Source: an optimization exercise on an open RTL-to-GDS flow (aim: small area and a short achievable clock period). Production flows keep margins and buffers that such runs may drop. At most, simulation tests tie the RTL to the original design; equivalence was not proved. Only the layout flow was run in run 1; the RTL was not checked for function there.

==> flow/design.v (outline; a module is shown in full before it is edited, if it fits) <==
// module ex_top: 2458 lines
// module ex_fa: 4 lines
// module ex_ha: 4 lines
module ex_top (
    input  logic               clk,
    input  logic               reset,
    input  logic               in_valid,
    input  logic [4:0]         operator,
    input  logic [31:0]        operand1,
    input  logic [31:0]        operand2,
    input  logic [4:0]         dest_addr,
    input  logic               dest_write,
    output logic               out_valid,
    output logic [4:0]         write_addr,
    output logic               write_enable,
    output logic [31:0]        write_data
);
  // ...
==> flow/run.sh <==
#!/bin/bash
# synth_recipe.tcl (not shown) runs the flow's synth.tcl, then flattens the netlist and writes it again
# the make line also repeats each setting of config.mk as NAME=value (left out here)
make -C /OpenROAD-flow-scripts/flow DESIGN_CONFIG=/design/flow/config.mk WORK_HOME=/design/flow/orfs CLKGATE_MAP_FILE= SYNTH_SCRIPT=/design/flow/synth_recipe.tcl finish
==> flow/config.mk <==
export PLATFORM = sky130hd
export DESIGN_NAME = ex_top
export DESIGN_NICKNAME = ex_top
export VERILOG_FILES = /design/flow/design.v
export SDC_FILE = /design/flow/constraint.sdc
export NUM_CORES = 4
export LEC_CHECK = 0
export ABC_AREA = 1
export CAP_MARGIN = 20
export CORE_MARGIN = 2
export CORE_UTILIZATION = 40
export SLEW_MARGIN = 20
export SYNTH_HIERARCHICAL = 1
==> flow/constraint.sdc <==
create_clock -name core_clock -period 14.0 [get_ports {clk}]
set_input_delay 2.8000 -clock core_clock [delete_from_list [all_inputs] [get_ports {clk}]]
set_output_delay 2.8000 -clock core_clock [all_outputs]
set_load 0.01 [all_outputs]
==> impl_results.md, run 1 <==
* # diodes at 1
* Worst hold slack at approximately 0.5 ns
* Minimum clock period at about 11 ns
* Post-synthesis mux area share at 0.00158
* Final cell count without fillers at around 5000
* Synth area leaders: fa_1, xor2_1, o22ai_1, ha_1, nand2_1
* Syn Std Cell Area at approximately 33000 um^2
* Clk Latency, worst-skew pair at approximately 0.38 ns
* Vias in the first global route at ~32000
* Vias per cell at between 6 and 7
* FFs & Latches at about 100
* Synth top area share at 0.311
* Post-Place Worst Slack at 2.98 ns
* Compound-cell area share of the yosys netlist at 0.196
* Total congestion overflow at 0
* # clk buffers at 12
* Final setup viols at 0
* Slew Viols, Final at 0
* Hold EP: write_data[31]
* Core ar. at 82100 um^2
* DRC at 0
* Final Hold Vio Count at 0
* R2r setup slk at 12.02 ns
* Final sum of negative setup slack at 0 ns
* Most common cell in the netlist: xor2_1
* Total placed cells including tap cells at ~5000
* Outcome: timing/DRC/antenna clean
==> run 2, diff against run 1 <==
--- a/flow/design.v
+++ b/flow/design.v
@@ -62,17 +62,17 @@
                 assign pw[j] = (op_sll & eq[j]) | (is_shr & eq[32-j]);
             end
             assign msigned = op_mul | op_mult;
             assign m = {(msigned | op_sra) & operand2[31], operand2};
             assign r = {msigned & operand1[31], (msigned & operand1[31]) | pw[32],
                         (operand1 & {32{~(op_sll | is_shr)}}) | pw[31:0]};
             assign d16 = (r[31] | r[32]) & ~r[33];
         end else begin : g_rsel
-            assign msigned = ~op[1];
+            assign msigned = op_mul | op_mult;
             assign m = {msigned & operand2[31], operand2};
             assign r = {{2{msigned & operand1[31]}}, operand1};
             assign d16 = operand1[31] & ~msigned;
         end
     endgenerate
     wire bo1 = r[0] ^ 1'b0;
     wire bt2 = (r[1] & ~r[0] & ~1'b0) | (~r[1] & r[0] & 1'b0);
     wire pp3 = (bo1 & m[0]) ^ r[1];
==> run 2 against run 1 <==
Compared with the run above:
- still clean
- sequential share of layout area is essentially flat
- critical path depth rose by 1
- critical endpoint is now hi[31]
- largest cell class unchanged
==> impl_results.md, run 2 <==
* Outcome: timing/DRC/antenna clean (unchanged)
* Leading cell types by count after synthesis: xor2_1, nand2_1, o22ai_1 (unchanged)
* Biggest regs: hi: 32 flops, lo: 32 flops, write_data: 32 flops (unchanged)
* Post-synth ARST share at 0 (unchanged)
* Post-CTS setup buffer count at 0 (unchanged)
* Routed Antenna Nets at 0 (unchanged)
* Final Hold Vio Count at 0 (unchanged)
* Core ar. at 82100 um^2 (unchanged)
* CTS Hold Bufs at 0 (unchanged)
* First-pass GRT wire length at 218 mm (was 224 mm)
* CTS-repair resized insts at 0 (unchanged)
* Worst path required time at 14.34 ns (was 14.32 ns)
* Most common cell in the netlist: xor2_1 (unchanged)
* Crit path max-delay cell type: clkdlybuf4s50_1 (unchanged)
* WL final at 149 mm (was 154 mm)
* Most frequent cells in the layout: xor2_1, nand2_1, o22ai_1, fa_1, inv_1 (unchanged)
* Xor/xnor share of the synthesized area at 0.169 (was 0.167)
* Hold WC Path Type: register to register (unchanged)
* #FFs+latches synth at 103 (unchanged)
* Starting Density at 0.404 (was 0.405)
* Slowest cell delay on critical path at 0.70 ns (was 0.82 ns)
* Clock Pin Slew Worst Setup and Hold Paths at 0.09 ns (was 0.08 ns)
* FMAX at 0.0930 GHz (was 0.0919 GHz)
* Synth Area in Adders at 0.390 (was 0.389)
* Largest net degree at the start of global routing at 72 (was 74)
* Die Area at 85200 um^2 (was 85400 um^2)
* Minimum clock period at 10.76 ns (was 10.88 ns)
* Largest family of logic cells by synthesized area: adder cells (unchanged)
* DRT Pass-1 Iters at 6 (was 7)
* TritonCTS Buffers at 9 (unchanged)
* Total placed cells including tap cells at 4986 (was 5006)
* Initial antenna violation count at 6 (was 4)
* CTS root buf: clkbuf_16 (unchanged)
* # fillers at 8183 (was 8165)
* WL/cell at 29.9 um (was 30.7 um)
* Die width at 292 um (about the same)
* CTS max path bufs at 2 (unchanged)
* Final GP Congestion at 1.05 (about the same)
* Total congestion overflow at 0 (unchanged)
* Synth Area in Simple Gates at 0.104 (about the same)
* Clk Latency, worst-skew pair at 0.38 ns (about the same)
* Final sum of negative setup slack at 0 ns (unchanged)
* Crit share post-route at 0.768 (was 0.777)
* Total Routing Usage GR at 0.345 (was 0.356)
* I/O Buffers at 116 (unchanged)
* Crit-path max FO at 21 (was 18)
* Register area share after synthesis at 0.0622 (was 0.0621)
* Netlist cell types at 60 (was 61)
* Prevailing post-synth register cell: dfxtp_1 (unchanged)
* IO Pins at 117 (unchanged)
* Synth top area share at 0.311 (about the same)
* Skew final at 0.00717 ns (was 0.0109 ns)
* Nature of the critical path startpoint: primary input (unchanged)
* CP Capture Type: register (unchanged)
* Final cell count without fillers at 5007 (was 5022)
* CTS tree: done (unchanged)
* Htree depth at 3 (unchanged)
* Clock sinks at 103 (unchanged)
* Num rows at 105 (unchanged)
* Compound-cell area share of the yosys netlist at 0.194 (was 0.196)
* Post-synth EDFFs at 0 (unchanged)
* Post-synthesis mux area share at 0.00151 (was 0.00158)
* Area grow syn2layout at 7.27% (was 7.29%)
* Vias after detailed routing at 32300 (was 32600)
* Yosys warns at 7 (unchanged)
* WS Path Type: primary input to register (unchanged)
* Synth area leaders: fa_1, xor2_1, o22ai_1, ha_1, nand2_1 (unchanged)
* Final nets at 4729 (was 4749)
* Vias in the first global route at 31500 (was 32100)
* Post-Syn Nets at 4838 (was 4854)
* Slew HR at 0.238 (was 0.221)
* Arrival @ worst endpoint at 11.10 ns (was 11.20 ns)
* Vias per cell at 6.45 (was 6.49)
* Commonest non-fill, non-tap cell in the layout: xor2_1 (unchanged)
* Measured slew at the worst slew-check pin at 1.14 ns (was 1.17 ns)
* Mapped Cells at 4036 (was 4052)
* Final setup viols at 0 (unchanged)
* DR iter-0 viols at 4619 (was 4532)
* Syn Area/Cell at 8.22 um^2 (was 8.20 um^2)
* Leading area contributor after synthesis: fa_1 (unchanged)
* Unrepaired setup endpoints after global routing: false (unchanged)
* DRC at 0 (unchanged)
* Die extent in y at 292 um (about the same)
* Share of layout cells above drive strength 1 at 0.0608 (was 0.0633)
* Syn Std Cell Area at 33200 um^2 (about the same)
* CP most frequent cell: fa_1 (unchanged)
* HPWL after DPL at 104 mm (was 107 mm)
* Max Cap Viol at 0 (unchanged)
* Slew Viols, Final at 0 (unchanged)
[run 2: cell types whose count changed after synthesis, moves of 10 or more]
cell | previous run | this run
a211oi_1 | 22 | 7
o211ai_1 | 27 | 46
a21oi_1 | 95 | 76
a221oi_1 | 26 | 39
o21ai_1 | 97 | 79
o21ai_0 | 120 | 142
o21ai_2 | 17 | 7
[run 2: modules after synthesis, one instance, submodules excluded]
module  flip-flops and latches  copies in the design
ex_top                     103                     1
ex_fa                        0                   469
ex_ha                        0                    41
[run 2: layout make-up]
class,count,area (um^2),share of cell area
Antenna cell,5,12.5,0.000352
Multi-Input combinational cell,3251,28600,0.804
Timing Repair Buffer,240,2030,0.0570
Sequential cell,103,2060,0.0580
Inverter,322,1210,0.0340
Clock inverter,7,86.3,0.00243
Clock buffer,9,225,0.00633
Tap cell,1070,1340,0.0376
[run 2: path summary, 6_finish.rpt]
kind,start,to,slack [ns],cells past startpoint
worst min register to register,lo[25],lo[25],0.55,4
worst min-delay path,lo[25],lo[25],0.55,4
worst max-delay path,operator[4],hi[31],3.24,34
worst max register to register,lo[11],write_data[11],12.09,4
[run 2: logic make-up after synthesis]
group                    Yosys count
AO/OA/AOI/OAI                   1023
XOR/XNOR                         640
multiplexers                       5
adder cells (fa/ha/maj)          724
flip-flops                       103
buffers and inverters            682
AND/OR/NAND/NOR                  859
[run 2: per-layer routing]
metal	vias to the layer above	wire (um)	global-route usage
met3	525	20400	0.0940
met5	-	34	0
met4	4	11500	0.224
met1	15700	55800	0.451
li1	13400	-	-
met2	2662	61800	0.502
[run 2: critical path, delay by kind of cell]
kind | cells | cell delay, ns
adder cells (fa/ha/maj) | 8 | 3.31
XOR/XNOR | 2 | 0.73
buffers and inverters | 7 | 1.60
AO/OA/AOI/OAI | 7 | 1.41
AND/OR/NAND/NOR | 10 | 1.20
[run 2: stage by stage]
step	util	cell area, um^2	setup WS (ns)	hold slack, ns
global placement	0.429	35300	3.07	0.520
floorplan	-	33200	4.57	0.442
CTS	0.433	35600	3.45	0.538
detailed placement	0.429	35300	3.07	0.523
global route	0.433	35600	2.83	0.570
finish	0.433	35600	3.24	0.547

==> afterwards: timing with drivers on the ports <==
In the flow no input, the clock included, has a driving cell. The finished layouts below were timed again as built, in two steps. Step 1 assumes that a clkbuf_16 drives the clock port and a buf_2 every other input. Step 2 moves the port delays by t, midway between the first and last clock arrival at a register: inputs arrive t later, outputs are due t later. That takes back most of the time a late clock gives input paths. a / b / c = no drivers / after step 1 / after step 2; a / b = the first two.
run | t (ns) | setup slack, ns | worst setup path after step 2 | slew at the worst register clock pin (ns)
run 1 | 0.415 | 3.117 / 3.136 / 2.721 | input to register | 0.08 / 0.08
run 2 | 0.433 | 3.243 / 3.183 / 2.750 | input to register | 0.09 / 0.09
After both steps every run listed still meets setup and hold. For run 2, which loses most, drivers alone change the setup slack by -0.060 ns; drivers and shift together by -0.493 ns.
